From an optimization exercise on the open Yosys and OpenROAD flow, aimed at small area; shortcuts taken in it are not production practice.
Only simulation tests tie the RTL to the original design; equivalence was not proved.
Power and IR drop assume default switching activity.

`flow/flow/run.sh`:
```
#!/bin/bash
# The standard ORFS layout (standard.sh) with these changes:
#  - synthesis maps the logic with an area-oriented ABC script (flow/abc_area.script);
#    everything else in synthesis, the registers included, is as standard;
#  - ports are buffered with sky130_fd_sc_hd__buf_1;
#  - the clock tree uses clkbuf_8 with sinks clustered, and no dummy loads;
#  - one tie cell per polarity.
# make's output goes to standard.log; each ORFS step logs under orfs/logs.
set -euo pipefail
HERE=$(pwd)
{
  echo "proc abc {args} { set i [lsearch \$args -script]; if {\$i >= 0} { lset args [expr {\$i+1}] $HERE/flow/abc_area.script }; yosys abc {*}\$args }"
  cat synth_recipe.tcl
} > synth_recipe_area.tcl
export BUFFER_PORTS_ARGS="-buffer_cell sky130_fd_sc_hd__buf_1"
export CTS_ARGS="-sink_clustering_enable -repair_clock_nets -buf_list sky130_fd_sc_hd__clkbuf_8 -sink_clustering_size 22 -sink_clustering_max_diameter 35 -dont_use_dummy_load"
export SKIP_REPAIR_TIE_FANOUT=1
bash standard.sh SYNTH_SCRIPT=$HERE/synth_recipe_area.tcl finish > standard.log 2>&1
```
`flow/flow/abc_area.script`:
```
strash
dc2
dch -f
amap
topo
dnsize -c
```
`flow/standard.sh`:
```
#!/bin/bash
# synth_recipe.tcl (not shown) runs the flow's synth.tcl, then flattens the netlist and writes it again
# the make line also repeats each setting of config.mk as NAME=value (left out here)
make -C /OpenROAD-flow-scripts/flow DESIGN_CONFIG=/design/flow/config.mk WORK_HOME=/design/flow/orfs CLKGATE_MAP_FILE= SYNTH_SCRIPT=/design/flow/synth_recipe.tcl "${@:-finish}"
```
`flow/config.mk`:
```
export PLATFORM = sky130hd
export DESIGN_NAME = midpoint_ellipse_point_generator_unit
export DESIGN_NICKNAME = midpoint_ellipse_point_generator_unit
export VERILOG_FILES = /design/flow/design.v
export SDC_FILE = /design/flow/constraint.sdc
export NUM_CORES = 4
export LEC_CHECK = 0
export CAP_MARGIN = 20
export CORE_MARGIN = 2
export CORE_UTILIZATION = 60
export PLACE_DENSITY = 0.7
export SLEW_MARGIN = 20
```
`flow/constraint.sdc`:
```
create_clock -name core_clock -period 11.0 [get_ports {clk}]
set_input_delay 2.2000 -clock core_clock [delete_from_list [all_inputs] [get_ports {clk}]]
set_output_delay 2.2000 -clock core_clock [all_outputs]
set_load 0.01 [all_outputs]
```
`flow/design.v`:
```
`timescale 1ns / 1ps
`default_nettype none
package mepg_pkg;
	localparam logic [2:0] S_IDLE  = 3'd0;   
	localparam logic [2:0] S_START = 3'd1;   
	localparam logic [2:0] S_INIT  = 3'd2;   
	localparam logic [2:0] S_RC    = 3'd3;   
	localparam logic [2:0] S_PREP  = 3'd4;   
	localparam logic [2:0] S_PRES  = 3'd5;   
	localparam logic [2:0] S_WADV  = 3'd6;   
	localparam logic [2:0] S_ADV   = 3'd7;   
endpackage
`default_nettype wire
`timescale 1ns / 1ps
`default_nettype none
module mepg_ctrl (
	input  wire         clk,
	input  wire         en,
	input  wire         init,
	input  wire         cin,
	input  wire         ld,
	input  wire         ld_a,
	input  wire         b,
	input  wire         zero,
	output logic        din,
	output logic [12:0] q
);
	logic s;
	mepg_datapath u_add (
		.clk  (clk),
		.init (init),
		.cin  (cin),
		.a    (ld ? ld_a : q[0]),
		.b    (b),
		.s    (s)
	);
	assign din = s & ~zero;
	always_ff @(posedge clk) begin
		if (en) begin
			q <= {din, q[12:1]};
		end
	end
endmodule
`default_nettype wire
`timescale 1ns / 1ps
`default_nettype none
module mepg_datapath (
	input  wire  clk,
	input  wire  init,
	input  wire  cin,
	input  wire  a,
	input  wire  b,
	output logic s
);
	logic cq, ci;
	assign ci = init ? cin : cq;
	assign s  = a ^ b ^ ci;
	always_ff @(posedge clk) begin
		cq <= (a & b) | (a & ci) | (b & ci);
	end
endmodule
`default_nettype wire
`timescale 1ns / 1ps
`default_nettype none
import mepg_pkg::*;
module midpoint_ellipse_point_generator_unit
#(
	parameter int RADIUS_BITS = 10,
	parameter int COORD_BITS  = 12
) (
	input  wire                          clk,
	input  wire                          arst_n,
	input  wire                          psel,
	input  wire                          penable,
	input  wire                          pwrite,
	input  wire  [2:0]                   paddr,
	input  wire  [31:0]                  pwdata,
	output logic [31:0]                  prdata,
	output logic                         pready,
	input  wire                          item_valid,
	output logic                         item_ready,
	input  wire                          item_command,
	input  wire  [RADIUS_BITS-1:0]       item_radius_x,
	input  wire  [RADIUS_BITS-1:0]       item_radius_y,
	input  wire  signed [COORD_BITS-1:0] item_centre_x,
	input  wire  signed [COORD_BITS-1:0] item_centre_y,
	output logic                         result_valid,
	input  wire                          result_ready,
	output logic signed [COORD_BITS:0]   result_right_x,
	output logic signed [COORD_BITS:0]   result_left_x,
	output logic signed [COORD_BITS:0]   result_upper_y,
	output logic signed [COORD_BITS:0]   result_lower_y,
	output logic                         result_lower_valid,
	output logic                         result_visible,
	output logic                         result_done_res
);
	logic       upper_q;
	logic [7:0] skip_q;
	assign pready = 1'b1;
	always_ff @(posedge clk or negedge arst_n) begin
		if (!arst_n) begin
			upper_q <= 1'b0;
			skip_q  <= '0;
		end else if (psel && penable && pwrite) begin
			if (paddr[2]) begin
				skip_q <= pwdata[7:0];
			end else begin
				upper_q <= pwdata[0];
			end
		end
	end
	assign prdata = paddr[2] ? {24'b0, skip_q} : {31'b0, upper_q};
	logic       h;
	logic [4:0] q;
	logic       l20, c39, c0, q11;
	always_ff @(posedge clk or negedge arst_n) begin
		if (!arst_n) begin
			h <= 1'b0;
			q <= 5'd11;
		end else begin
			q <= (q == 5'd19) ? 5'd0 : q + 5'd1;
			h <= h ^ l20;
		end
	end
	assign l20 = (q == 5'd10);                    
	assign q11 = (q == 5'd11);                    
	assign c39 = h & l20;
	assign c0  = ~h & q11;
	logic c32, cge32, cge33;
	assign c32   = h & (q == 5'd3);
	assign cge32 = h & (q >= 5'd3) & (q <= 5'd10);
	assign cge33 = cge32 & ~c32;
	logic ge1, ge2, ge9, ge10, ge11;
	logic w0, w1, w2, w9, w10, w11;    
	logic cge2, clt37, pw, pw0, pwl;
	assign ge9   = (q <= 5'd10);                  
	assign ge10  = ge9 & (q != 5'd0);
	assign ge11  = ge10 & (q != 5'd1);
	assign ge1   = ~q11;
	assign ge2   = ~q11 & (q != 5'd12);
	assign w0    = ~h;
	assign w1    = h ^ ge1;
	assign w2    = h ^ ge2;
	assign w9    = h ^ ge9;
	assign w10   = h ^ ge10;
	assign w11   = h ^ ge11;
	assign cge2  = h | ge2;
	assign clt37 = ~(h & (q >= 5'd8) & ge9);      
	assign pw    = (~h & ge9) | (h & ~ge2);       
	assign pw0   = ~h & (q == 5'd0);
	assign pwl   = h & (q == 5'd12);
	logic       rx_s, ry_s, cx_s, cy_s;
	logic [3:0] p;
	logic       rxm, rym;
	always_comb begin
		rx_s = 1'b0;
		ry_s = 1'b0;
		cx_s = item_centre_x[COORD_BITS-1];
		cy_s = item_centre_y[COORD_BITS-1];
		if (q < 5'd10) begin
			rx_s = item_radius_x[q[3:0]];
			ry_s = item_radius_y[q[3:0]];
		end
		if (q < 5'd11) begin
			cx_s = item_centre_x[q[3:0]];
			cy_s = item_centre_y[q[3:0]];
		end
	end
	assign rxm = (p < 4'd10) ? item_radius_x[p] : 1'b0;
	assign rym = (p < 4'd10) ? item_radius_y[p] : 1'b0;
	logic [2:0] st;
	logic       live, sec;             
	logic       dneg_q, ylt0, sat_q, vis_q, vc_q;
	logic [2:0] m_d;
	logic in_s, in_i, in_r, in_z, in_a;
	logic is_k, is_f, is_r0, is_r1, last_k;
	logic xinc, ydec;
	assign in_s   = (st == S_START);
	assign in_i   = (st == S_INIT);
	assign in_r   = (st == S_RC);
	assign in_z   = (st == S_PREP) & ~live;
	assign in_a   = (st == S_ADV);
	assign is_k   = in_i & ~p[3];                  
	assign is_f   = in_i & p[3];                   
	assign last_k = in_i & (p[3:1] == 3'd3);
	assign is_r0  = in_r & ~p[1];
	assign is_r1  = in_r & p[1];
	assign xinc = ~sec | dneg_q;                   
	assign ydec = sec | ~dneg_q;                   
	logic [19:0] ra, rb;
	logic [39:0] rsx, rsy, rd;
	logic a0, a2, a4, b0, b2, b4, sx2, sx4, sy2, sy4, ak0, ak1, ak2;
	assign a0  = ra[0]  & w0;
	assign a2  = ra[19] & w1;
	assign a4  = ra[18] & w2;
	assign b0  = rb[0]  & w0;
	assign b2  = rb[19] & w1;
	assign b4  = rb[18] & w2;
	assign sx2 = rsx[39] & ~c0 & ~cge33;
	assign sx4 = rsx[38] & cge2 & ~cge33;
	assign sy2 = rsy[39] & ~c0;
	assign sy4 = rsy[38] & cge2;
	assign ak0 = ra[11] & w9;
	assign ak1 = ra[10] & w10;
	assign ak2 = ra[9]  & w11;
	logic x_base, x_op, x_init, x_s;
	assign x_base = in_s ? (ra[1] & ~l20 & (p != 4'd0)) : rsx[0];
	assign x_op   = in_s ? (rxm & rx_s) : ((xinc & b2) | (in_a & c32));    
	assign x_init = in_s ? q11 : c0;
	mepg_datapath u_x (.clk(clk), .init(x_init), .cin(1'b0), .a(x_base), .b(x_op), .s(x_s));
	logic y_base, y_op, y_cin, y_s;
	assign y_base = in_s ? (rb[1] & ~l20 & (p != 4'd0)) : rsy[0];
	assign y_op   = in_s ? (rym & ry_s) : (ydec & ~a2);
	assign y_cin  = ~in_s & ydec;
	mepg_datapath u_y (.clk(clk), .init(x_init), .cin(y_cin), .a(y_base), .b(y_op), .s(y_s));
	logic d_base, o1, o2, o3, i1, i2, i3, s1, s2, s3;
	assign d_base = is_k ? (rd[3] & clt37 & (p[3:1] != 3'd0)) : (is_f ? 1'b0 : rd[0]);
	always_comb begin
		o1 = 1'b0; i1 = 1'b0;
		o2 = 1'b0; i2 = 1'b0;
		o3 = 1'b0; i3 = 1'b0;
		if (in_a) begin
			o1 = xinc ? sx4 : a4;
			o2 = xinc & b4;
			o3 = ydec & sy4;  i3 = ydec;
		end else if (is_r0) begin
			o1 = sx2;         i1 = 1'b1;
			o2 = sy2;         i2 = 1'b1;
			o3 = a0;
		end else if (is_r1) begin
			o1 = a2;
			o2 = b2;          i2 = 1'b1;
			o3 = b0;          i3 = 1'b1;    
		end else if (is_k) begin
			o1 = m_d[0] & ak0;
			o2 = m_d[1] & ak1;
			o3 = m_d[2] & ak2;
		end else if (is_f) begin
			o1 = a0;
			o2 = b4;
			o3 = sy2;         i3 = 1'b1;
		end
	end
	mepg_datapath u_d1 (.clk(clk), .init(c0), .cin(i1), .a(d_base), .b(o1 ^ i1), .s(s1));
	mepg_datapath u_d2 (.clk(clk), .init(c0), .cin(i2), .a(s1),     .b(o2 ^ i2), .s(s2));
	mepg_datapath u_d3 (.clk(clk), .init(c0), .cin(i3 & ~is_r1), .a(s2),     .b(o3 ^ i3), .s(s3));
	logic ra_in, rb_in, rsx_in, rsy_in, rd_in;
	assign ra_in  = in_s ? x_s : ra[0];
	assign rb_in  = in_s ? y_s : rb[0];
	assign rd_in  = (in_a | in_r | in_i) ? s3 : rd[0];
	assign rsx_in = (in_s | is_k) ? 1'b0 :
	                in_a ? x_s : (rsx[0] & ~(in_r & cge32));           
	assign rsy_in = last_k ? (rd[39] & ~c0) :
	                in_a ? y_s : rsy[0];
	always_ff @(posedge clk) begin
		ra  <= {ra_in, ra[19:1]};
		rb  <= {rb_in, rb[19:1]};
		rsx <= {rsx_in, rsx[39:1]};
		rsy <= {rsy_in, rsy[39:1]};
		rd  <= {rd_in, rd[39:1]};
	end
	logic g_s;
	mepg_datapath u_g (.clk(clk), .init(c0), .cin(1'b1), .a(rsx_in & ~cge32), .b(~rsy_in), .s(g_s));
	always_ff @(posedge clk) begin
		if (c39 && (in_a || in_r || in_i)) begin
			dneg_q <= s3;
		end
	end
	logic pos_en, xpos_en, ld;
	logic xr_d, xl_d, yu_d, yl_d, yd_s;
	assign pos_en  = pw & (in_s | in_a | in_z);
	assign xpos_en = pos_en | (pw & is_f);
	assign ld      = in_s;
	always_comb begin
		unique case (p[2:1])
			2'd0:    m_d = result_left_x[2:0];
			2'd1:    m_d = result_left_x[5:3];
			2'd2:    m_d = result_left_x[8:6];
			default: m_d = {2'b0, result_left_x[9]};
		endcase
	end
	mepg_ctrl u_xr (.clk(clk), .en(xpos_en), .init(pw0), .cin(in_a & xinc), .ld(ld), .ld_a(cx_s),
		.b(1'b0), .zero(in_z), .din(xr_d), .q(result_right_x));
	mepg_ctrl u_xl (.clk(clk), .en(xpos_en), .init(pw0), .cin(1'b0), .ld(ld | is_f),
		.ld_a(ld ? ry_s : result_right_x[0]),
		.b(in_a & xinc), .zero(in_z), .din(xl_d), .q(result_left_x));
	mepg_ctrl u_yu (.clk(clk), .en(pos_en), .init(pw0), .cin(1'b0), .ld(ld), .ld_a(cy_s),
		.b(ld ? ry_s : ydec), .zero(in_z), .din(yu_d), .q(result_upper_y));
	mepg_ctrl u_yl (.clk(clk), .en(pos_en), .init(pw0), .cin(ld | ydec), .ld(ld), .ld_a(cy_s),
		.b(ld & ~ry_s), .zero(in_z), .din(yl_d), .q(result_lower_y));
	mepg_datapath u_yd (.clk(clk), .init(pw0), .cin(1'b1), .a(yu_d), .b(~yl_d), .s(yd_s));
	always_ff @(posedge clk) begin
		if (pwl && pos_en) begin
			ylt0 <= yd_s;
		end
	end
	logic take_start;
	assign take_start = in_s & c39 & (p == 4'd9);
	assign item_ready = (st == S_IDLE) ? (c39 & item_command) : take_start;
	always_ff @(posedge clk or negedge arst_n) begin
		if (!arst_n) begin
			st   <= S_IDLE;
			live <= 1'b0;
		end else begin
			unique case (st)
				S_IDLE: begin
					if (c39 && item_valid) begin
						if (!item_command) begin
							st <= S_START;
						end else if (live && !sec && !g_s) begin
							st <= S_RC;                    
						end else begin
							st <= S_PREP;
							if (sec && ylt0) begin
								live <= 1'b0;
							end
						end
					end
				end
				S_START: begin
					if (take_start) begin
						st   <= S_INIT;
						live <= 1'b1;
					end
				end
				S_INIT: begin
					if (c39 && item_valid && !item_command) begin
						st <= S_START;
					end else if (c39 && (p == 4'd9)) begin
						st <= S_IDLE;
					end
				end
				S_RC: begin
					if (c39 && (p == 4'd3)) begin
						st <= S_PREP;
						if (ylt0) begin
							live <= 1'b0;
						end
					end
				end
				S_PREP: begin
					if (c39) begin
						st <= S_PRES;
					end
				end
				S_PRES: begin
					if (result_ready) begin
						st <= live ? S_WADV : S_IDLE;
					end
				end
				S_WADV, S_ADV: begin
					if (c39) begin
						if (item_valid && !item_command) begin
							st <= S_START;
						end else begin
							st <= in_a ? S_IDLE : S_ADV;
						end
					end
				end
				default: begin
					st <= S_IDLE;
				end
			endcase
		end
	end
	always_ff @(posedge clk) begin
		if (take_start) begin
			sec <= 1'b0;
		end else if (in_r && c39 && (p == 4'd3)) begin
			sec <= 1'b1;
		end
	end
	always_ff @(posedge clk) begin
		if (in_s || in_i || in_r) begin
			if (l20) begin
				p <= ((p == 4'd9) || (in_i && h && item_valid && !item_command)) ? 4'd0 : p + 4'd1;
			end
		end else begin
			p <= '0;
		end
	end
	logic sk_s, v_ci, v_co;
	always_comb begin
		unique case (q)
			5'd3:    sk_s = skip_q[0];
			5'd4:    sk_s = skip_q[1];
			5'd5:    sk_s = skip_q[2];
			5'd6:    sk_s = skip_q[3];
			5'd7:    sk_s = skip_q[4];
			5'd8:    sk_s = skip_q[5];
			5'd9:    sk_s = skip_q[6];
			default: sk_s = skip_q[7];
		endcase
	end
	assign v_ci = c32 ? 1'b1 : vc_q;
	assign v_co = (rsx[0] & ~sk_s) | (rsx[0] & v_ci) | (~sk_s & v_ci);
	always_ff @(posedge clk) begin
		vc_q <= v_co;
		if (take_start || (in_r && c39 && (p == 4'd3))) begin
			sat_q <= 1'b0;
		end else if (in_a && c39 && rsx[0] && !x_s) begin
			sat_q <= 1'b1;                         
		end
		if ((st == S_PREP) && c39) begin
			vis_q <= v_co;
		end
	end
	assign result_valid       = (st == S_PRES);
	assign result_done_res    = ~live;
	logic [8:0] n_diff;
	assign n_diff = '0;
	assign result_visible     = live & (sat_q | vis_q);
	assign result_lower_valid = result_visible & ~upper_q;
endmodule
`default_nettype wire
```
==> reports/qor.yml, run 1 <==
cts_resized: 0
synth_edf_count: 55
cts_setup_buffers: 0
area_delta_synth_final_pct: 10.9
worstHoldEndpoint: "rsx[36]$_DFF_P_"
tritoncts: "built"
io_pins: 177
clockRootBuffer: "clkbuf_8"
wl_mm: 17.9
synth.avg_cell_area_sq_um: 12.0
yosys_warnings: 3
die-area_sq_um: 14600
path_buf_inv: 5
fin_crit_sh_pct: 55.6
rows: 42
finalSetupViolCount: 0
cts_buffers: 26
hold_depth: 0
drtAntennaViolNets: 0
dr.pass1.iters: 5
fin_tns_setup_ns: 0
max_freq_mhz: 163
grt_remaining_overflow: 0
track_usage_pct: 24.4
nets: 922
whs_ns: 0.265
max_cap_viol_count: 0
synthesis.area_sq_um: 8210
vias: 5543
antenna_found_initial: 0
clkLatencyLatePin_ns: 0.57
period_minus_slack_ns: 6.12
grt_max_degree: 29
io_buffers: 125
die_w_microns: 121
synthCells: 683
path_delay_family: "simple AND/OR/NAND/NOR gates"
async_flop_share_pct: 7.54
place_hpwl_mm: 12.6
nFillCells: 1006
path_cells: "clkinv_1 > nor2_1 > clkinv_1 > nor4_1 > clkinv_1 > nand2_1 > clkinv_1 > nor2_1 > clkinv_1 > a41oi_1 > nand2b_1 > nand3_1 > nand2_1 > o311ai_0 > a32o_1 > o21ai_0 > fa_1 > fa_1 > fa_1"
synth_cell_types: 50
ir_drop_mv: 0.217
p_clk_share_pct: 20.1
htreeDepth: 1
end_kind: "register"
synthFlopType: "dfxtp_1"
place_congestion: 0.894
wl_met2_mm: 8.19
hold_class: "reg2reg"
r2r_setup_slack_ns: 4.88
critPathMaxStageDelay_ns: 0.62
maxUsedRoutingLayer: "met4"
arrival_ns: 6.32
multi_input_area_sq_um: 2080
path_common_cell: "clkinv_1"
routedWlPerCell_microns: 18.1
synth_fp_nets: 791
die_height_microns: 121
outcome: "complete, no violations"
wl_met3_mm: 1.22
fin_skew_ns: 0.111
seq_power_share_pct: 56.6
drt_iter0_drc: 449
power.total_w: 0.00239
cp.required_ns: 11.20
cts_hold_buf: 0
worst-path-stages: 19
design.core.area_sq_um: 13300
r2r-start: "q[1]$_DFF_PN1_"
p_sw_w: 0.000759
ctsLongestPathBuffers: 3
relSlewSlack_pct: 41.3
critical_path.slowest_cell: "dfstp_2"
clock-sinks: 252
seqCellArea_sq_um: 5690
cp_max_fo: 8
r2r-end: "dneg_q$_DFFE_PP_"
start_util_pct: 61.7
clk_pin_slew_ns: 0.12
synth-seq-cells: 252
yosysSeqAreaShare_pct: 69.4
slew_violations: 0
min_from: "rsx[37]$_DFF_P_"
grt_first_pass_wirelength_mm: 28.0
grt_pass1_vias: 5363
instances_no_fill: 988
intPower_w: 0.00163
p_leak_nw: 3.37
p_comb_share_pct: 23.3
dp_cells: 962
switching_share_pct: 31.8
power_density_nw_per_um2: 263
drive_gt1_share_pct: 4.31
tightest_slew_ns: 0.874
hold_violations: 0
diodes: 0
startpoint_type: "register"
crit_type: "reg2reg"
ff2ff_path_depth: 19
grt_setup_unrepaired: "no"
route.detailed.drc: 0
viasPerCell: 5.61
wl_met1_mm: 7.99
## how the worst max path moves through the flow
stage / endpoint / slack (ns) / startpoint
finish: dneg_q$_DFFE_PP_ / 4.88 / q[1]$_DFF_PN1_
global route: dneg_q$_DFFE_PP_ / 4.32 / q[1]$_DFF_PN1_
CTS: dneg_q$_DFFE_PP_ / 4.84 / q[1]$_DFF_PN1_
detailed placement: rd[39]$_DFF_P_ / 4.84 / q[1]$_DFF_PN1_
global placement: rd[39]$_DFF_P_ / 4.89 / q[1]$_DFF_PN1_
floorplan: st[0]$_DFFE_PN0P_ / 5.77 / item_radius_y[2]
## sequential cells by signal, summed over array words and instances, names as in the netlist, 3 cells and up
register and count:
rsx 40, ra 20, u_xr.q 13, u_xl.q 13, u_yu.q 13, rd 40
skip_q 8, u_yl.q 13, p 4, rsy 40, st 3, q 5
rb 20
## logic make-up (layout without fill, tap and decap cells)
family                   count (synthesis)  after routing  synth area share (%)
other                                    2              2                0.0915
AO/OA/AOI/OAI                          142            142                  12.0
adder cells (fa/ha/maj)                 21             21                  4.12
buffers and inverters                   94            223                  5.44
flip-flops                             252            252                  69.4
AND/OR/NAND/NOR                        172            172                  9.02
## cell usage after synthesis (4+ instances only)
cell type / n / area share, %
nor3_1: 18 / 1.1
dfrtp_1: 16 / 4.9
nand3_1: 16 / 0.98
or2_0: 5 / 0.38
a22o_1: 4 / 0.43
a21oi_1: 23 / 1.4
nand2_1: 38 / 1.7
edfxtp_1: 55 / 20
o21ai_0: 26 / 1.6
o22ai_1: 18 / 1.4
clkinv_1: 69 / 3.2
a211oi_1: 4 / 0.37
buf_4: 25 / 2.3
dfxtp_1: 178 / 43
nor2b_1: 4 / 0.30
o221ai_1: 6 / 0.64
nor4_1: 5 / 0.38
fa_1: 10 / 2.4
nor2_1: 79 / 3.6
a22oi_1: 7 / 0.64
a31oi_1: 11 / 0.84
a222oi_1: 8 / 0.98
ha_1: 11 / 1.7
## cell usage in the layout, fill, tap and decap left out, types with 6 or more instances in the layout
cell type  instances
a21oi_1           22
a222oi_1           8
a22oi_1            7
a31oi_1           10
buf_1            124
clkbuf_8          26
clkinv_1          69
dfrtp_1           16
dfxtp_1          178
edfxtp_1          55
fa_1              10
ha_1              11
nand2_1           38
nand3_1           16
nor2_1            79
nor3_1            18
o21ai_0           26
o221ai_1           6
o22ai_1           18
## area by class of cell
type	instances	area share, %
flip-flops and latches	252	62.6
multi-input cells	337	22.8
repair buffers	128	5.42
clock buffers	26	3.93
inverters	69	2.85
well taps	176	2.42
## power groups by stage
stage               logic, W  registers (W)  clock network, W
floorplan           0.000294        0.00139                 0
global placement    0.000541        0.00136                 0
detailed placement  0.000551        0.00137                 0
CTS                 0.000557        0.00135          0.000495
global route        0.000623        0.00138          0.000524
finish              0.000557        0.00135          0.000480
## stage by stage
stage | util [%] | area (sq um) | worst slack [ns]
global route | 68.5 | 9100 | 4.32
finish | 68.5 | 9100 | 4.88
detailed placement | 65.8 | 8740 | 4.84
floorplan | - | 8210 | 5.77
CTS | 68.4 | 9100 | 4.84
global placement | 65.8 | 8740 | 4.89
## layer usage
layer / vias up / global-route usage [%]
met5: - / 0
met4: 0 / 7.49
met3: 44 / 4.75
met2: 230 / 38.5
met1: 2638 / 34.3
li1: 2631 / -
==> run 2, diff against run 1 <==
--- a/flow/flow/run.sh
+++ b/flow/flow/run.sh
@@ -13,6 +13,6 @@
   cat synth_recipe.tcl
 } > synth_recipe_area.tcl
 export BUFFER_PORTS_ARGS="-buffer_cell sky130_fd_sc_hd__buf_1"
-export CTS_ARGS="-sink_clustering_enable -repair_clock_nets -buf_list sky130_fd_sc_hd__clkbuf_8 -sink_clustering_size 22 -sink_clustering_max_diameter 35 -dont_use_dummy_load"
+export CTS_ARGS="-sink_clustering_enable -repair_clock_nets -buf_list sky130_fd_sc_hd__clkbuf_8 -sink_clustering_size 18 -sink_clustering_max_diameter 70 -dont_use_dummy_load"
 export SKIP_REPAIR_TIE_FANOUT=1
 bash standard.sh SYNTH_SCRIPT=$HERE/synth_recipe_area.tcl finish > standard.log 2>&1
--- a/flow/config.mk
+++ b/flow/config.mk
@@ -7,6 +7,5 @@
 export LEC_CHECK = 0
 export CAP_MARGIN = 20
 export CORE_MARGIN = 2
-export CORE_UTILIZATION = 60
-export PLACE_DENSITY = 0.7
+export CORE_UTILIZATION = 40
 export SLEW_MARGIN = 20
==> run 2 against run 1 <==
- utilization decreased by 23 points
- synthesized cell count stayed put
- cell area is essentially flat
- die area grew 48%
- flip-flop and latch count stayed put
- register-to-register slack got worse by 0.14 ns
- hold slack improved by 0.053 ns
- critical path depth rose by 2
- final cell count rose by 8.6%
- critical endpoint is now rd[39]$_DFF_P_
- sequential power about the same
- first-iteration DRC count shrank 14%
- clock power shrank 18%
==> reports/qor.yml, run 2 <==
power_density_nw_per_um2: 252
synth_top_family_by_area: "compound AO/OA/AOI/OAI gates"
relSlewSlack_pct: 34.4
track_usage_pct: 15.6
die_height_microns: 147
layout_setup_ws_ns: 4.74
ir_drop_mv: 0.147
synth-seq-cells: 252
grt_remaining_overflow: 0
synth_edf_count: 55
cp_max_fo: 8
design.core.area_sq_um: 20200
end_kind: "register"
htreeDepth: 1
reg.largest.list: "rd: 40 flops, rsx: 40 flops, rsy: 40 flops"
io_pins: 177
area_delta_synth_final_pct: 10.8
synth.area.top_cells: "dfxtp_1 (43%), edfxtp_1 (20%), dfrtp_1 (4.9%), nor2_1 (3.6%), clkinv_1 (3.2%)"
clock-sinks: 252
slew_violations: 0
cp.required_ns: 11.45
hold_violations: 0
nets: 913
synthesis.area_sq_um: 8210
p_leak_nw: 3.30
die_w_microns: 147
period_minus_slack_ns: 6.26
diodes: 0
whs_ns: 0.317
vias: 5359
synthCells: 683
antenna_found_initial: 0
drt_iter0_drc: 384
clkLatencyLatePin_ns: 0.52
synthFlopType: "dfxtp_1"
fin_tns_setup_ns: 0
tritoncts: "built"
post-place-ws_ns: 4.86
yosys_warnings: 3
cts_hold_buf: 0
grt_pass1_vias: 5166
viasPerCell: 4.99
rows: 52
grt_max_degree: 29
synth_fp_nets: 791
route.detailed.drc: 0
yosysSeqAreaShare_pct: 69.4
tightest_slew_ns: 0.976
max_freq_mhz: 160
grt_first_pass_wirelength_mm: 27.1
fin_crit_sh_pct: 56.9
die-area_sq_um: 21700
wl_mm: 17.3
grt_setup_unrepaired: "no"
async_flop_share_pct: 7.54
synth_cell_types: 50
clockRootBuffer: "clkbuf_8"
startpoint_type: "register"
synth-compound-area-share_pct: 12.0
dr.pass1.iters: 5
drive_gt1_share_pct: 3.24
final_common_cell: "dfxtp_1"
synth_top_cell_area_share_pct: 43.4
cts_setup_buffers: 0
synth_fa_ha_area_share_pct: 4.12
cts_resized: 0
routedWlPerCell_microns: 16.1
clk_pin_slew_ns: 0.11
crit_type: "reg2reg"
fin_skew_ns: 0.0327
yosysMostFrequentCell: "dfxtp_1"
arrival_ns: 6.72
synthSimpleGateAreaFrac_pct: 9.02
start_util_pct: 40.7
outcome: "complete, no violations"
synth.avg_cell_area_sq_um: 12.0
hold_class: "reg2reg"
synth_top_area_cell: "dfxtp_1"
ctsLongestPathBuffers: 3
synth.area.mux_share_pct: 0
final_util_pct: 45.1
synthTopCellsByCount: "dfxtp_1 (178), nor2_1 (79), clkinv_1 (69)"
place_congestion: 0.945
io_buffers: 125
drtAntennaViolNets: 0
finalSetupViolCount: 0
synthXorXnorAreaFrac_pct: 0
final_cell_mix: "dfxtp_1 (178), buf_1 (124), nor2_1 (79)"
max_cap_viol_count: 0
place_hpwl_mm: 12.6
cts_buffers: 17
## run 2: changes by cell type in the layout (fill, tap and decap cells not counted), sizes merged
cell    before  now
clkbuf      27   18
## run 2: logic make-up after synthesis
group,after synthesis
DFF,252
and+or+nand+nor,172
AOI/OAI and AO/OA,142
buffers and inverters,94
adders and majority gates,21
other,2
## run 2: power breakdown
| group | total, W | internal (W) | switching [W] |
|---|---|---|---|
| clock network | 0.000396 | 0.000140 | 0.000256 |
| logic | 0.000547 | 0.000178 | 0.000369 |
| registers | 0.00135 | 0.00124 | 0.000107 |
## run 2: critical path, stage by stage (launching register included)
cell	delay, ns
dfstp_2	0.66
clkinv_1	0.28
nor2_1	0.48
clkinv_1	0.22
nor4_1	0.50
clkinv_1	0.35
nand2_1	0.31
clkinv_1	0.17
nor2_1	0.19
clkinv_1	0.16
a41oi_1	0.37
nand2b_1	0.14
nand3_1	0.11
nand2_1	0.07
o311ai_0	0.09
a32o_1	0.17
o21ai_0	0.13
fa_1	0.53
fa_1	0.52
fa_1	0.57
nor2_1	0.05
a21oi_1	0.11
## run 2: metal layers
| layer | track usage (%) | vias up | wire, microns |
|---|---|---|---|
| met4 | 5.10 | 0 | 507 |
| met1 | 22.6 | 2538 | 8010 |
| met3 | 3.17 | 35 | 1070 |
| met5 | 0 | - | 0 |
| li1 | - | 2617 | - |
| met2 | 23.7 | 169 | 7670 |
## run 2: through the flow
stage / cell area [sq um] / total power (W) / instances
floorplan: 8210 / 0.00169 / 683
global placement: 8860 / 0.00192 / 1056
detailed placement: 8860 / 0.00192 / 1056
CTS: 9090 / 0.00232 / 1073
global route: 9090 / 0.00244 / 1073
finish: 9090 / 0.00229 / 1073
## run 2: path summary, 6_finish.rpt
check | cells after the start | endpoint | slack [ns] | from
setup / recovery | 21 | rd[39]$_DFF_P_ | 4.74 | q[1]$_DFF_PN1_
hold / removal | 0 | rd[4]$_DFF_P_ | 0.32 | rd[5]$_DFF_P_
min in group asynchronous | 1 | st[0]$_DFFE_PN0P_ | 1.63 | arst_n
hold reg to reg | 0 | rd[4]$_DFF_P_ | 0.32 | rd[5]$_DFF_P_
max in group asynchronous | 1 | q[1]$_DFF_PN1_ | 9.00 | arst_n
setup reg to reg | 21 | rd[39]$_DFF_P_ | 4.74 | q[1]$_DFF_PN1_
## run 2: layout make-up
cell class	count	area, sq um
clock buffer	17	234
fill	1938	11100
inverter	69	259
multi-input combinational	337	2080
sequential	252	5690
tap	270	338
timing repair buffer	128	493
==> run 3, diff against run 2 <==
--- a/flow/flow/run.sh
+++ b/flow/flow/run.sh
@@ -13,6 +13,6 @@
   cat synth_recipe.tcl
 } > synth_recipe_area.tcl
 export BUFFER_PORTS_ARGS="-buffer_cell sky130_fd_sc_hd__buf_1"
-export CTS_ARGS="-sink_clustering_enable -repair_clock_nets -buf_list sky130_fd_sc_hd__clkbuf_8 -sink_clustering_size 18 -sink_clustering_max_diameter 70 -dont_use_dummy_load"
+export CTS_ARGS="-sink_clustering_enable -repair_clock_nets -buf_list sky130_fd_sc_hd__clkbuf_8 -sink_clustering_size 20 -sink_clustering_max_diameter 50 -dont_use_dummy_load"
 export SKIP_REPAIR_TIE_FANOUT=1
 bash standard.sh SYNTH_SCRIPT=$HERE/synth_recipe_area.tcl finish > standard.log 2>&1
==> run 3 against run 2 <==
- maximum frequency is 0.12% higher
- worst setup slack improved by 0.0076 ns
- clock power up 7.8%
- sequential power hardly changed
- count of clock-buffer cells in the layout increased by 3
- combinational power hardly changed
- die area did not move
- wire length up 0.43%
- sequential share of layout area fell by 0.28 points
- area after synthesis unchanged
- clock skew rose by 0.039 ns
- largest power group unchanged
- highest routed layer unchanged
==> reports/qor.yml, run 3 <==
p_sw_w: 0.000742
tritoncts: "built"
p_clk_share_pct: 18.4
whs_ns: 0.310
clk_pin_slew_ns: 0.10
place_hpwl_mm: 12.6
tightest_slew_ns: 1.02
synth-seq-cells: 252
cts_buffers: 20
synthCells: 683
synth.area.mux_share_pct: 0
synth_top_area_cell: "dfxtp_1"
cp_max_fo: 8
start_util_pct: 40.7
dr.pass1.iters: 5
hold_depth: 0
final_cell_mix: "dfxtp_1 (178), buf_1 (124), nor2_1 (79)"
r2r-start: "q[1]$_DFF_PN1_"
grt_first_pass_wirelength_mm: 27.2
htreeDepth: 1
fin_tns_setup_ns: 0
synthTopCellsByCount: "dfxtp_1 (178), nor2_1 (79), clkinv_1 (69)"
nFillCells: 1932
fin_crit_sh_pct: 56.9
startpoint_type: "register"
yosys_warnings: 3
antenna_found_initial: 0
synthXorXnorAreaFrac_pct: 0
clock-sinks: 252
die_w_microns: 147
p_leak_nw: 3.33
io_buffers: 125
place_congestion: 0.945
ctsLongestPathBuffers: 3
routedWlPerCell_microns: 16.1
worstHoldEndpoint: "rd[18]$_DFF_P_"
synth_edf_count: 55
grt_remaining_overflow: 0
synth_fp_nets: 791
nets: 916
synth.area.top_cells: "dfxtp_1 (43%), edfxtp_1 (20%), dfrtp_1 (4.9%), nor2_1 (3.6%), clkinv_1 (3.2%)"
seq_power_share_pct: 58.0
max_cap_viol_count: 0
ff2ff_path_depth: 21
power_density_nw_per_um2: 254
die_height_microns: 147
synth_cell_types: 50
switching_share_pct: 31.9
route.detailed.drc: 0
grt_pass1_vias: 5212
die-area_sq_um: 21700
viasPerCell: 4.98
vias: 5357
hold_violations: 0
synth_fa_ha_area_share_pct: 4.12
synthesis.area_sq_um: 8210
end_kind: "register"
cts_resized: 0
async_flop_share_pct: 7.54
reg.largest.list: "rd: 40 flops, rsx: 40 flops, rsy: 40 flops"
cp.required_ns: 11.44
period_minus_slack_ns: 6.26
cts_setup_buffers: 0
grt_max_degree: 29
r2r-end: "rd[39]$_DFF_P_"
synth.avg_cell_area_sq_um: 12.0
min_from: "rd[19]$_DFF_P_"
cts_hold_buf: 0
hold_class: "reg2reg"
slew_violations: 0
design.core.area_sq_um: 20200
synth_top_family_by_area: "compound AO/OA/AOI/OAI gates"
intPower_w: 0.00158
yosysSeqAreaShare_pct: 69.4
track_usage_pct: 15.6
clockRootBuffer: "clkbuf_8"
final_common_cell: "dfxtp_1"
drtAntennaViolNets: 0
wl_mm: 17.3
arrival_ns: 6.70
drive_gt1_share_pct: 3.60
outcome: "complete, no violations"
io_pins: 177
crit_type: "reg2reg"
drt_iter0_drc: 369
ir_drop_mv: 0.144
clkLatencyLatePin_ns: 0.54
max_freq_mhz: 160
rows: 52
finalSetupViolCount: 0
yosysMostFrequentCell: "dfxtp_1"
area_delta_synth_final_pct: 11.3
synthFlopType: "dfxtp_1"
relSlewSlack_pct: 31.8
grt_setup_unrepaired: "no"
synth_top_cell_area_share_pct: 43.4
fin_skew_ns: 0.0715
synth-compound-area-share_pct: 12.0
r2r_setup_slack_ns: 4.74
diodes: 0
synthSimpleGateAreaFrac_pct: 9.02
p_comb_share_pct: 23.6
## run 3: cell counts after synthesis
Identical to the previous run, type by type.
## run 3: worst max path at each step
stage | start | endpoint | slack (ns) | cells past startpoint
3_3_place_gp | q[1]$_DFF_PN1_ | rd[39]$_DFF_P_ | 4.81 | 21
5_1_grt | q[1]$_DFF_PN1_ | rd[39]$_DFF_P_ | 4.27 | 21
4_1_cts | q[1]$_DFF_PN1_ | rd[39]$_DFF_P_ | 4.83 | 21
6_report | q[1]$_DFF_PN1_ | rd[39]$_DFF_P_ | 4.74 | 21
3_5_place_dp | q[1]$_DFF_PN1_ | rd[39]$_DFF_P_ | 4.86 | 21
2_1_floorplan | item_radius_y[2] | st[0]$_DFFE_PN0P_ | 5.77 | 16
## run 3: cells by family after synthesis
family,after synthesis
fa+ha+maj,21
other cells,2
simple gates,172
compound gates,142
flops,252
buf+inv,94
## run 3: power groups by stage
stage	clock [W]	sequential, W	combinational, W
6_report	0.000427	0.00135	0.000549
5_1_grt	0.000479	0.00138	0.000613
3_5_place_dp	0	0.00137	0.000551
2_1_floorplan	0	0.00139	0.000294
4_1_cts	0.000445	0.00135	0.000555
3_3_place_gp	0	0.00137	0.000550
## run 3: critical path, cell delays in order (launching register included)
cell and delay, ns:
dfstp_2 0.65, clkinv_1 0.28, nor2_1 0.49, clkinv_1 0.21, nor4_1 0.50, clkinv_1 0.35
nand2_1 0.31, clkinv_1 0.17, nor2_1 0.19, clkinv_1 0.17, a41oi_1 0.38, nand2b_1 0.15
nand3_1 0.11, nand2_1 0.07, o311ai_0 0.09, a32o_1 0.17, o21ai_0 0.14, fa_1 0.53
fa_1 0.52, fa_1 0.57, nor2_1 0.05, a21oi_1 0.11
## run 3: final cells by class
class	count	area, sq um	share of cell area, %
sequential	252	5690	62.3
multi-input combinational	337	2080	22.7
inverter	69	259	2.83
timing repair buffer	128	493	5.40
tap	270	338	3.70
clock buffer	20	275	3.01
## run 3: stage by stage
stage	std cells	cell area, sq um	setup WS, ns	util, %	total power (W)
after floorplan	683	8210	5.77	-	0.00169
after global placement	1056	8860	4.81	43.9	0.00192
after detailed placement	1056	8860	4.86	43.9	0.00192
after CTS	1076	9140	4.83	45.3	0.00235
after global routing	1076	9140	4.27	45.3	0.00247
final	1076	9140	4.74	45.3	0.00233
## run 3: layer usage
| layer | part of all wire, % | up-vias | GRT usage [%] | wire length, microns |
|---|---|---|---|---|
| met1 | 46 | 2492 | 22.6 | 7960 |
| met4 | 2.4 | 0 | 4.66 | 416 |
| met2 | 44 | 204 | 23.8 | 7680 |
| met3 | 7.3 | 40 | 3.20 | 1270 |
| met5 | 0 | - | 0 | 0 |
| li1 | - | 2621 | - | - |
==> run 4, diff against run 3 <==
--- a/flow/flow/run.sh
+++ b/flow/flow/run.sh
@@ -13,6 +13,6 @@
   cat synth_recipe.tcl
 } > synth_recipe_area.tcl
 export BUFFER_PORTS_ARGS="-buffer_cell sky130_fd_sc_hd__buf_1"
-export CTS_ARGS="-sink_clustering_enable -repair_clock_nets -buf_list sky130_fd_sc_hd__clkbuf_8 -sink_clustering_size 20 -sink_clustering_max_diameter 50 -dont_use_dummy_load"
+export CTS_ARGS="-sink_clustering_enable -repair_clock_nets -buf_list sky130_fd_sc_hd__clkbuf_8 -sink_clustering_size 20 -sink_clustering_max_diameter 60 -dont_use_dummy_load"
 export SKIP_REPAIR_TIE_FANOUT=1
 bash standard.sh SYNTH_SCRIPT=$HERE/synth_recipe_area.tcl finish > standard.log 2>&1
==> run 4 against run 3 <==
- critical path type unchanged
- non-clock buffer count did not move
- clock skew fell by 0.022 ns
- combinational power barely moved
- cell area fell by 0.45%
- utilization fell by 0.20 points
- synthesized cell count did not move
- largest power group unchanged
- sequential share of layout area rose by 0.28 points
- register-to-register slack got worse by 0.02 ns
- power fell by 1.5%
- sequential power barely moved
- still clean
- via count rose by 0.22%
- hold slack improved by 0.019 ns
==> reports/qor.yml, run 4 <==
tritoncts: "built"
ir_drop_mv: 0.145
relSlewSlack_pct: 34.9
synth_fp_nets: 791
async_flop_share_pct: 7.54
fin_tns_setup_ns: 0
p_leak_nw: 3.30
crit_type: "reg2reg"
synth.avg_cell_area_sq_um: 12.0
io_buffers: 125
antenna_found_initial: 0
rows: 52
grt_remaining_overflow: 0
synth_cell_types: 50
clock-sinks: 252
synthSimpleGateAreaFrac_pct: 9.02
ctsLongestPathBuffers: 3
place_hpwl_mm: 12.6
dr.pass1.iters: 7
synthTopCellsByCount: "dfxtp_1 (178), nor2_1 (79), clkinv_1 (69)"
vias: 5369
routedWlPerCell_microns: 16.1
synthesis.area_sq_um: 8210
max_cap_viol_count: 0
grt.met1_usage_pct: 22.7
yosysMostFrequentCell: "dfxtp_1"
drtAntennaViolNets: 0
cp_max_fo: 8
synth.area.mux_share_pct: 0
synthCells: 683
grt_pass1_vias: 5203
area_delta_synth_final_pct: 10.8
cts_hold_buf: 0
synth_top_family_by_area: "compound AO/OA/AOI/OAI gates"
route.detailed.drc: 0
viasPerCell: 5.00
clkLatencyLatePin_ns: 0.51
tightest_slew_ns: 0.970
synth.area.top_cells: "dfxtp_1 (43%), edfxtp_1 (20%), dfrtp_1 (4.9%), nor2_1 (3.6%), clkinv_1 (3.2%)"
drive_gt1_share_pct: 3.24
diodes: 0
finalSetupViolCount: 0
cts_setup_buffers: 0
synth-seq-cells: 252
wl_mm: 17.3
track_usage_pct: 15.7
cts_resized: 0
place_congestion: 0.945
die-area_sq_um: 21700
fin_crit_sh_pct: 57.1
final_common_cell: "dfxtp_1"
period_minus_slack_ns: 6.28
fin_skew_ns: 0.0493
reg.largest.list: "rd: 40 flops, rsx: 40 flops, rsy: 40 flops"
synthXorXnorAreaFrac_pct: 0
synth-compound-area-share_pct: 12.0
grt_use_met2_pct: 23.8
end_kind: "register"
yosys_warnings: 3
grt_setup_unrepaired: "no"
synth_fa_ha_area_share_pct: 4.12
synth_top_area_cell: "dfxtp_1"
clockRootBuffer: "clkbuf_8"
placed_cell_area_sq_um: 8860
multi_input_area_sq_um: 2080
met3_usage_pct: 2.95
startpoint_type: "register"
die_height_microns: 147
htreeDepth: 1
cts_buffers: 17
synth_edf_count: 55
synth_top_cell_area_share_pct: 43.4
nets: 913
gr-max-usage-layer: "met2"
final_cell_mix: "dfxtp_1 (178), buf_1 (124), nor2_1 (79)"
synthFlopType: "dfxtp_1"
outcome: "complete, no violations"
cp.required_ns: 11.44
drt_iter0_drc: 395
nFillCells: 1946
power_density_nw_per_um2: 252
fin_area_sq_um: 9090
die_w_microns: 147
grt_max_degree: 29
hold_violations: 0
design.core.area_sq_um: 20200
power.total_w: 0.00229
arrival_ns: 6.72
grt_first_pass_wirelength_mm: 27.2
hold_class: "reg2reg"
yosysSeqAreaShare_pct: 69.4
slew_violations: 0
seqCellArea_sq_um: 5690
max_freq_mhz: 159
clk_pin_slew_ns: 0.11
io_pins: 177
start_util_pct: 40.7
-- run 4: cell counts after synthesis --
No cell type changed its count.
-- run 4: final timing paths --
kind,cells after the start,start,endpoint,slack [ns]
min in group asynchronous,1,arst_n,upper_q$_DFFE_PN0P_,1.64
max in group asynchronous,1,arst_n,q[2]$_DFF_PN0_,8.97
setup / recovery,21,q[1]$_DFF_PN1_,rd[39]$_DFF_P_,4.72
setup reg to reg,21,q[1]$_DFF_PN1_,rd[39]$_DFF_P_,4.72
hold reg to reg,0,rsx[5]$_DFF_P_,rsx[4]$_DFF_P_,0.33
hold / removal,0,rsx[5]$_DFF_P_,rsx[4]$_DFF_P_,0.33
-- run 4: power breakdown --
part	internal (W)	switching, W	total [W]
clock	0.000141	0.000256	0.000397
combinational	0.000177	0.000369	0.000547
sequential	0.00124	0.000107	0.00135
-- run 4: cells by family (layout without fill, tap and decap cells) --
kind of cell,Yosys count,count (layout)
AOI/OAI and AO/OA,142,142
adders and majority gates,21,21
buffers and inverters,94,214
DFF,252,252
other,2,2
and+or+nand+nor,172,172
-- run 4: layer usage --
layer	wire length [microns]	part of all wire [%]
met2	7740	45
met4	404	2.3
met5	0	0
met1	8030	47
met3	1080	6.3
-- run 4: worst max-delay path: stages, from the launching register on --
cell and delay (ns):
dfstp_2 0.66, clkinv_1 0.28, nor2_1 0.49, clkinv_1 0.22
nor4_1 0.51, clkinv_1 0.36, nand2_1 0.31, clkinv_1 0.17
nor2_1 0.19, clkinv_1 0.16, a41oi_1 0.37, nand2b_1 0.14
nand3_1 0.11, nand2_1 0.07, o311ai_0 0.09, a32o_1 0.17
o21ai_0 0.13, fa_1 0.52, fa_1 0.52, fa_1 0.57
nor2_1 0.05, a21oi_1 0.11
-- run 4: cell type report --
type	instances	share of cell area [%]
clock buffer	17	2.57
timing repair buffer	128	5.42
tap	270	3.71
sequential	252	62.6
multi-input combinational	337	22.8
inverter	69	2.85
-- run 4: through the flow --
stage	cells	hold slack, ns	setup slack, ns	utilization [%]
2_1_floorplan	683	0.310	5.77	-
3_3_place_gp	1056	0.310	4.81	43.9
3_5_place_dp	1056	0.312	4.86	43.9
4_1_cts	1073	0.327	4.79	45.1
5_1_grt	1073	0.337	4.24	45.1
6_report	1073	0.329	4.72	45.1
==> run 5, diff against run 4 <==
--- a/flow/design.v
+++ b/flow/design.v
@@ -170,7 +170,7 @@
 	assign rym = (p < 4'd10) ? item_radius_y[p] : 1'b0;
 	logic [2:0] st;
 	logic       live, sec;             
-	logic       dneg_q, ylt0, sat_q, vis_q, vc_q;
+	logic       dneg_q, ylt0, sat_q, vis_q, vc_q;    
 	logic [2:0] m_d;
 	logic in_s, in_i, in_r, in_z, in_a;
 	logic is_k, is_f, is_r0, is_r1, last_k;
@@ -407,8 +407,6 @@
 	end
 	assign result_valid       = (st == S_PRES);
 	assign result_done_res    = ~live;
-	logic [8:0] n_diff;
-	assign n_diff = '0;
 	assign result_visible     = live & (sat_q | vis_q);
 	assign result_lower_valid = result_visible & ~upper_q;
 endmodule
==> run 5 against run 4 <==
- flip-flop and latch count did not move
- register-to-register slack barely moved
- critical path depth did not move
- combinational power barely moved
- final cell count did not move
- clock skew did not move
==> reports/qor.yml, run 5 <==
clk_pin_slew_ns: 0.11
p_clk_share_pct: 17.3
grt_setup_unrepaired: "no"
synth-seq-cells: 252
rows: 52
fin_skew_ns: 0.0493
cp.required_ns: 11.44
hold_depth: 0
yosysMostFrequentCell: "dfxtp_1"
antenna_found_initial: 0
diodes: 0
synthTopCellsByCount: "dfxtp_1 (178), nor2_1 (79), clkinv_1 (69)"
worstHoldEndpoint: "rsx[4]$_DFF_P_"
yosys_warnings: 3
p_sw_w: 0.000733
finalSetupViolCount: 0
ff2ff_path_depth: 21
startpoint_type: "register"
reg.largest.list: "rd: 40 flops, rsx: 40 flops, rsy: 40 flops"
max_freq_mhz: 159
grt_max_degree: 29
cts_buffers: 17
grt_first_pass_wirelength_mm: 27.2
crit_type: "reg2reg"
power_density_nw_per_um2: 252
cp_max_fo: 8
r2r-end: "rd[39]$_DFF_P_"
final_util_pct: 45.1
instances_no_fill: 1073
synthesis.area_sq_um: 8210
wl_mm: 17.3
arrival_ns: 6.72
synth_fp_nets: 791
die_height_microns: 147
intPower_w: 0.00156
place_hpwl_mm: 12.6
nets: 913
yosysSeqAreaShare_pct: 69.4
hold_class: "reg2reg"
fin_crit_sh_pct: 57.1
track_usage_pct: 15.7
clockRootBuffer: "clkbuf_8"
drive_gt1_share_pct: 3.24
die-area_sq_um: 21700
switching_share_pct: 32.0
r2r_setup_slack_ns: 4.72
synth_edf_count: 55
period_minus_slack_ns: 6.28
async_flop_share_pct: 7.54
start_util_pct: 40.7
slew_violations: 0
p_leak_nw: 3.30
io_buffers: 125
final_common_cell: "dfxtp_1"
max_cap_viol_count: 0
synthCells: 683
end_kind: "register"
viasPerCell: 5.00
area_delta_synth_final_pct: 10.8
synth_top_area_cell: "dfxtp_1"
synth.avg_cell_area_sq_um: 12.0
seq_power_share_pct: 58.8
r2r-start: "q[1]$_DFF_PN1_"
synth_cell_types: 50
grt_pass1_vias: 5203
place_congestion: 0.945
final_cell_mix: "dfxtp_1 (178), buf_1 (124), nor2_1 (79)"
cts_hold_buf: 0
outcome: "complete, no violations"
dr.pass1.iters: 7
ir_drop_mv: 0.145
clock-sinks: 252
fin_tns_setup_ns: 0
drt_iter0_drc: 395
p_comb_share_pct: 23.9
io_pins: 177
min_from: "rsx[5]$_DFF_P_"
cts_resized: 0
route.detailed.drc: 0
cts_setup_buffers: 0
synth_top_cell_area_share_pct: 43.4
ctsLongestPathBuffers: 3
design.core.area_sq_um: 20200
tritoncts: "built"
htreeDepth: 1
routedWlPerCell_microns: 16.1
synth.area.top_cells: "dfxtp_1 (43%), edfxtp_1 (20%), dfrtp_1 (4.9%), nor2_1 (3.6%), clkinv_1 (3.2%)"
nFillCells: 1946
grt_remaining_overflow: 0
die_w_microns: 147
drtAntennaViolNets: 0
vias: 5369
dp_cells: 1056
hold_violations: 0
synthFlopType: "dfxtp_1"
tightest_slew_ns: 0.970
relSlewSlack_pct: 34.9
clkLatencyLatePin_ns: 0.51
run 5: cell counts after synthesis:
No cell type changed its count.
run 5: cells by family after synthesis:
group | synth area share (%)
buffers and inverters | 5.44
and+or+nand+nor | 9.02
AOI/OAI and AO/OA | 12.0
DFF | 69.4
other | 0.0915
adders and majority gates | 4.12
run 5: how the worst max path moves through the flow:
stage,startpoint,to,slack [ns],depth (start not counted)
6_report,q[1]$_DFF_PN1_,rd[39]$_DFF_P_,4.72,21
5_1_grt,q[1]$_DFF_PN1_,rd[39]$_DFF_P_,4.24,21
4_1_cts,q[1]$_DFF_PN1_,item_ready,4.79,10
3_5_place_dp,q[1]$_DFF_PN1_,rd[39]$_DFF_P_,4.86,21
3_3_place_gp,q[1]$_DFF_PN1_,rd[39]$_DFF_P_,4.81,21
2_1_floorplan,item_radius_y[2],st[0]$_DFFE_PN0P_,5.77,16
run 5: routing by layer:
layer  routed length (microns)  share of wire, %  GRT usage [%]
met1                      8030                47           22.7
met2                      7740                45           23.8
met3                      1080               6.3           2.95
met4                       404               2.3           5.05
met5                         0                 0              0
run 5: layout make-up:
type                            count  area, sq um  share of cell area (%)
Clock buffer                       17          234                    2.57
Sequential cell                   252         5690                    62.6
Inverter                           69          259                    2.85
Timing Repair Buffer              128          493                    5.42
Tap cell                          270          338                    3.71
Multi-Input combinational cell    337         2080                    22.8
run 5: power by group through the flow:
stage | logic (W) | registers [W] | clock network (W)
6_report | 0.000547 | 0.00135 | 0.000397
5_1_grt | 0.000613 | 0.00138 | 0.000452
4_1_cts | 0.000555 | 0.00135 | 0.000418
3_5_place_dp | 0.000551 | 0.00137 | 0
3_3_place_gp | 0.000550 | 0.00137 | 0
2_1_floorplan | 0.000294 | 0.00139 | 0
run 5: per-stage QoR:
step | power, W | setup slack (ns) | area [sq um] | hold WS (ns)
2_1_floorplan | 0.00169 | 5.77 | 8210 | 0.310
3_3_place_gp | 0.00192 | 4.81 | 8860 | 0.310
3_5_place_dp | 0.00192 | 4.86 | 8860 | 0.312
4_1_cts | 0.00232 | 4.79 | 9090 | 0.327
5_1_grt | 0.00244 | 4.24 | 9090 | 0.337
6_report | 0.00229 | 4.72 | 9090 | 0.329
run 5: worst max-delay path, stage by stage, from the launching register on:
cell and delay (ns):
dfstp_2 0.66, clkinv_1 0.28, nor2_1 0.49, clkinv_1 0.22
nor4_1 0.51, clkinv_1 0.36, nand2_1 0.31, clkinv_1 0.17
nor2_1 0.19, clkinv_1 0.16, a41oi_1 0.37, nand2b_1 0.14
nand3_1 0.11, nand2_1 0.07, o311ai_0 0.09, a32o_1 0.17
o21ai_0 0.13, fa_1 0.52, fa_1 0.52, fa_1 0.57
nor2_1 0.05, a21oi_1 0.11
==> run 6, diff against run 5 <==
--- a/flow/design.v
+++ b/flow/design.v
@@ -150,7 +150,8 @@
 	assign pw0   = ~h & (q == 5'd0);
 	assign pwl   = h & (q == 5'd12);
 	logic       rx_s, ry_s, cx_s, cy_s;
-	logic [3:0] p;
+	logic [2:0] pp;                    
+	logic [3:0] p;                     
 	logic       rxm, rym;
 	always_comb begin
 		rx_s = 1'b0;
@@ -166,6 +167,7 @@
 			cy_s = item_centre_y[q[3:0]];
 		end
 	end
+	assign p   = {pp, h};
 	assign rxm = (p < 4'd10) ? item_radius_x[p] : 1'b0;
 	assign rym = (p < 4'd10) ? item_radius_y[p] : 1'b0;
 	logic [2:0] st;
@@ -180,11 +182,11 @@
 	assign in_r   = (st == S_RC);
 	assign in_z   = (st == S_PREP) & ~live;
 	assign in_a   = (st == S_ADV);
-	assign is_k   = in_i & ~p[3];                  
-	assign is_f   = in_i & p[3];                   
-	assign last_k = in_i & (p[3:1] == 3'd3);
-	assign is_r0  = in_r & ~p[1];
-	assign is_r1  = in_r & p[1];
+	assign is_k   = in_i & ~pp[2];                 
+	assign is_f   = in_i & pp[2];                  
+	assign last_k = in_i & (pp == 3'd3);
+	assign is_r0  = in_r & ~pp[0];
+	assign is_r1  = in_r & pp[0];
 	assign xinc = ~sec | dneg_q;                   
 	assign ydec = sec | ~dneg_q;                   
 	logic [19:0] ra, rb;
@@ -214,7 +216,7 @@
 	assign y_cin  = ~in_s & ydec;
 	mepg_datapath u_y (.clk(clk), .init(x_init), .cin(y_cin), .a(y_base), .b(y_op), .s(y_s));
 	logic d_base, o1, o2, o3, i1, i2, i3, s1, s2, s3;
-	assign d_base = is_k ? (rd[3] & clt37 & (p[3:1] != 3'd0)) : (is_f ? 1'b0 : rd[0]);
+	assign d_base = is_k ? (rd[3] & clt37 & (pp != 3'd0)) : (is_f ? 1'b0 : rd[0]);
 	always_comb begin
 		o1 = 1'b0; i1 = 1'b0;
 		o2 = 1'b0; i2 = 1'b0;
@@ -272,7 +274,7 @@
 	assign xpos_en = pos_en | (pw & is_f);
 	assign ld      = in_s;
 	always_comb begin
-		unique case (p[2:1])
+		unique case (pp[1:0])
 			2'd0:    m_d = result_left_x[2:0];
 			2'd1:    m_d = result_left_x[5:3];
 			2'd2:    m_d = result_left_x[8:6];
@@ -295,7 +297,7 @@
 		end
 	end
 	logic take_start;
-	assign take_start = in_s & c39 & (p == 4'd9);
+	assign take_start = in_s & c39 & (pp == 3'd4);
 	assign item_ready = (st == S_IDLE) ? (c39 & item_command) : take_start;
 	always_ff @(posedge clk or negedge arst_n) begin
 		if (!arst_n) begin
@@ -326,12 +328,12 @@
 				S_INIT: begin
 					if (c39 && item_valid && !item_command) begin
 						st <= S_START;
-					end else if (c39 && (p == 4'd9)) begin
+					end else if (c39 && (pp == 3'd4)) begin
 						st <= S_IDLE;
 					end
 				end
 				S_RC: begin
-					if (c39 && (p == 4'd3)) begin
+					if (c39 && (pp == 3'd1)) begin
 						st <= S_PREP;
 						if (ylt0) begin
 							live <= 1'b0;
@@ -366,17 +368,17 @@
 	always_ff @(posedge clk) begin
 		if (take_start) begin
 			sec <= 1'b0;
-		end else if (in_r && c39 && (p == 4'd3)) begin
+		end else if (in_r && c39 && (pp == 3'd1)) begin
 			sec <= 1'b1;
 		end
 	end
 	always_ff @(posedge clk) begin
 		if (in_s || in_i || in_r) begin
-			if (l20) begin
-				p <= ((p == 4'd9) || (in_i && h && item_valid && !item_command)) ? 4'd0 : p + 4'd1;
+			if (c39) begin
+				pp <= ((pp == 3'd4) || (in_i && item_valid && !item_command)) ? 3'd0 : pp + 3'd1;
 			end
 		end else begin
-			p <= '0;
+			pp <= '0;
 		end
 	end
 	logic sk_s, v_ci, v_co;
@@ -396,7 +398,7 @@
 	assign v_co = (rsx[0] & ~sk_s) | (rsx[0] & v_ci) | (~sk_s & v_ci);
 	always_ff @(posedge clk) begin
 		vc_q <= v_co;
-		if (take_start || (in_r && c39 && (p == 4'd3))) begin
+		if (take_start || (in_r && c39 && (pp == 3'd1))) begin
 			sat_q <= 1'b0;
 		end else if (in_a && c39 && rsx[0] && !x_s) begin
 			sat_q <= 1'b1;                         
==> run 6 against run 5 <==
- hold slack got worse by 0.026 ns
- first-iteration DRC count decreased by 24%
- power grew 3.6%
- wire length down 2.2%
- highest routed layer unchanged
- utilization grew 0.081 points
- still clean
- worst setup slack improved by 0.33 ns
- critical path type is now reg2out
- synthesized cell count is the same
==> reports/qor.yml, run 6 <==
htreeDepth: 1
synth-compound-area-share_pct: 12.4
synth_top_family_by_area: "compound AO/OA/AOI/OAI gates"
max_cap_viol_count: 0
met3_usage_pct: 2.98
grt_max_degree: 29
path_cells: "clkinv_1 > nor2_1 > clkinv_1 > nor3_1 > ha_1 > clkinv_1 > o31ai_1 > buf_1"
startpoint_type: "register"
routedWlPerCell_microns: 15.7
final_common_cell: "dfxtp_1"
ir_drop_mv: 0.115
final_cell_mix: "dfxtp_1 (177), buf_1 (125), nor2_1 (82)"
grt_setup_unrepaired: "no"
fin_tns_setup_ns: 0
p_leak_nw: 3.33
viasPerCell: 5.02
max_freq_mhz: 168
critical_path.slowest_cell: "dfstp_2"
start_util_pct: 40.7
nFillCells: 1929
async_flop_share_pct: 7.57
finalSetupViolCount: 0
multi_input_area_sq_um: 2080
reg.largest.list: "rd: 40 flops, rsx: 40 flops, rsy: 40 flops"
clock-sinks: 251
cts_resized: 0
clkLatencyLatePin_ns: 0.52
r2r-start: "q[0]$_DFF_PN1_"
antenna_found_initial: 0
design.core.area_sq_um: 20200
synth-seq-cells: 251
relSlewSlack_pct: 46.1
synth.area.mux_share_pct: 0
cts_setup_buffers: 0
io_buffers: 125
cp.required_ns: 8.80
fin_skew_ns: 0.0415
vias: 5398
io_pins: 177
cp_max_fo: 9
gr-max-usage-layer: "met1"
tightest_slew_ns: 0.802
clockRootBuffer: "clkbuf_8"
arrival_ns: 3.74
synth.area.top_cells: "dfxtp_1 (43%), edfxtp_1 (20%), dfrtp_1 (4.9%), nor2_1 (3.8%), clkinv_1 (3.3%)"
synthSimpleGateAreaFrac_pct: 8.28
hold_violations: 0
area_delta_synth_final_pct: 11.1
place_hpwl_mm: 12.0
critPathMaxStageDelay_ns: 0.64
synth_top_cell_area_share_pct: 43.2
track_usage_pct: 15.2
grt_pass1_vias: 4924
die-area_sq_um: 21700
synth_fa_ha_area_share_pct: 4.42
synth_top_area_cell: "dfxtp_1"
place_congestion: 0.921
slew_violations: 0
yosysSeqAreaShare_pct: 69.2
synthTopCellsByCount: "dfxtp_1 (177), nor2_1 (82), clkinv_1 (72)"
synthesis.area_sq_um: 8200
tritoncts: "built"
synthFlopType: "dfxtp_1"
drtAntennaViolNets: 0
crit_type: "reg2out"
synthCells: 683
synth_cell_types: 47
synth_edf_count: 55
grt_first_pass_wirelength_mm: 26.4
grt_use_met2_pct: 22.2
seqCellArea_sq_um: 5670
synth_fp_nets: 793
hold_class: "reg2reg"
cts_buffers: 18
synth.avg_cell_area_sq_um: 12.0
whs_ns: 0.304
grt_remaining_overflow: 0
end_kind: "output port"
period_minus_slack_ns: 5.94
path_delay_family: "buffers and inverters"
die_height_microns: 147
dr.pass1.iters: 5
clk_pin_slew_ns: 0.11
diodes: 0
yosys_warnings: 3
route.detailed.drc: 0
die_w_microns: 147
path_buf_inv: 4
nets: 917
synthXorXnorAreaFrac_pct: 0
cts_hold_buf: 0
path_common_cell: "clkinv_1"
outcome: "complete, no violations"
fin_crit_sh_pct: 54.0
power_density_nw_per_um2: 260
rows: 52
min_from: "ra[3]$_DFF_P_"
yosysMostFrequentCell: "dfxtp_1"
ctsLongestPathBuffers: 3
drt_iter0_drc: 300
grt.met1_usage_pct: 22.7
wl_mm: 16.9
drive_gt1_share_pct: 3.35
crit_start: "q[1]$_DFF_PN1_"
-- run 6: cell count changes after synthesis, sizes merged, moves of 3 or more --
cell	before	now
nand3	16	10
clkinv	69	72
o32a	2	5
a22oi	7	15
o21ai	26	32
a211oi	4	1
a221oi	1	6
o22ai	18	12
nor2	79	82
a222oi	8	4
or2	5	2
-- run 6: final cells by class --
type                       count  area share, %
sequential                   251           62.3
multi-input combinational    335           22.8
clock buffer                  18           2.72
tap                          270           3.71
timing repair buffer         129           5.52
inverter                      72           2.97
-- run 6: cells by family (layout without fill, tap and decap cells) --
group	after synthesis	after routing
buf+inv	97	219
flops	251	251
fa+ha+maj	23	23
simple gates	162	162
other cells	2	2
compound gates	148	148
-- run 6: power by group --
part | switching [W] | total (W) | internal, W
Combinational | 0.000402 | 0.000601 | 0.000199
Clock | 0.000257 | 0.000405 | 0.000148
Sequential | 0.000108 | 0.00137 | 0.00126
-- run 6: stage by stage --
step | power, W | worst slack, ns | utilization (%) | std cells | instance area (sq um)
2_1_floorplan | 0.00174 | 5.69 | - | 683 | 8200
3_3_place_gp | 0.00198 | 5.10 | 43.9 | 1056 | 8850
3_5_place_dp | 0.00200 | 5.15 | 43.9 | 1057 | 8860
4_1_cts | 0.00241 | 5.15 | 45.2 | 1075 | 9110
5_1_grt | 0.00253 | 4.91 | 45.2 | 1075 | 9110
6_report | 0.00237 | 5.06 | 45.2 | 1075 | 9110
-- run 6: metal layers --
layer | share of wire (%) | vias to the layer above
met5 | 0 | -
met4 | 3.5 | 0
met3 | 7.3 | 35
met2 | 41 | 197
met1 | 48 | 2557
li1 | - | 2609
-- run 6: worst register-to-register path, stage by stage, from the launching register on --
cell,delay (ns)
dfstp_2,0.85
clkinv_1,0.70
o221ai_1,0.40
o21a_1,0.16
nor2_1,0.04
a221oi_1,0.22
o32a_1,0.19
or4_1,0.13
o21ai_0,0.11
fa_1,0.56
nor2_1,0.08
nor3_1,0.16
o21ai_0,0.13
nor2_1,0.22
fa_1,0.45
nor3_1,0.25
nor2_1,0.06
o21ai_0,0.26
o32a_1,0.18
-- run 6: final timing paths --
path / cells past startpoint / to / slack (ns)
worst max-delay path: 8 / item_ready / 5.06
worst min-delay path: 0 / ra[2]$_DFF_P_ / 0.30
worst max register to register: 18 / st[0]$_DFFE_PN0P_ / 5.83
worst min register to register: 0 / ra[2]$_DFF_P_ / 0.30
max in group asynchronous: 2 / skip_q[3]$_DFFE_PN0P_ / 8.90
min in group asynchronous: 1 / h$_DFF_PN0_ / 1.58

## what the ideal ports hide
In the flow no input, the clock included, has a driving cell. The finished layouts below were timed again as built, in two steps.
Step 1: set_driving_cell puts a clkbuf_16 on clk and a buf_2 on each other input, an assumption about the parent block.
Step 2 times the ports against the registers' clock, not the clock port: input delays grow and output delays shrink by t, the midpoint of the rising clock arrivals with the driver on.
Slacks: ideal / step 1 / step 2; pairs: ideal / step 1.
run	t (ns)	setup WS [ns]	worst setup path after step 2	latest minus earliest clock arrival (ns)
run 1	0.564	4.879 / 4.879 / 4.879	register to register	0.128 / 0.128
run 2	0.550	4.737 / 4.732 / 4.737	register to register	0.034 / 0.034
run 3	0.545	4.744 / 4.744 / 4.744	register to register	0.072 / 0.072
run 4	0.528	4.724 / 4.724 / 4.724	register to register	0.050 / 0.050
run 5	0.528	4.724 / 4.724 / 4.724	register to register	0.050 / 0.050
run 6	0.540	5.058 / 5.020 / 5.117	input to register	0.041 / 0.041
After both steps setup and hold are still met in every run listed.
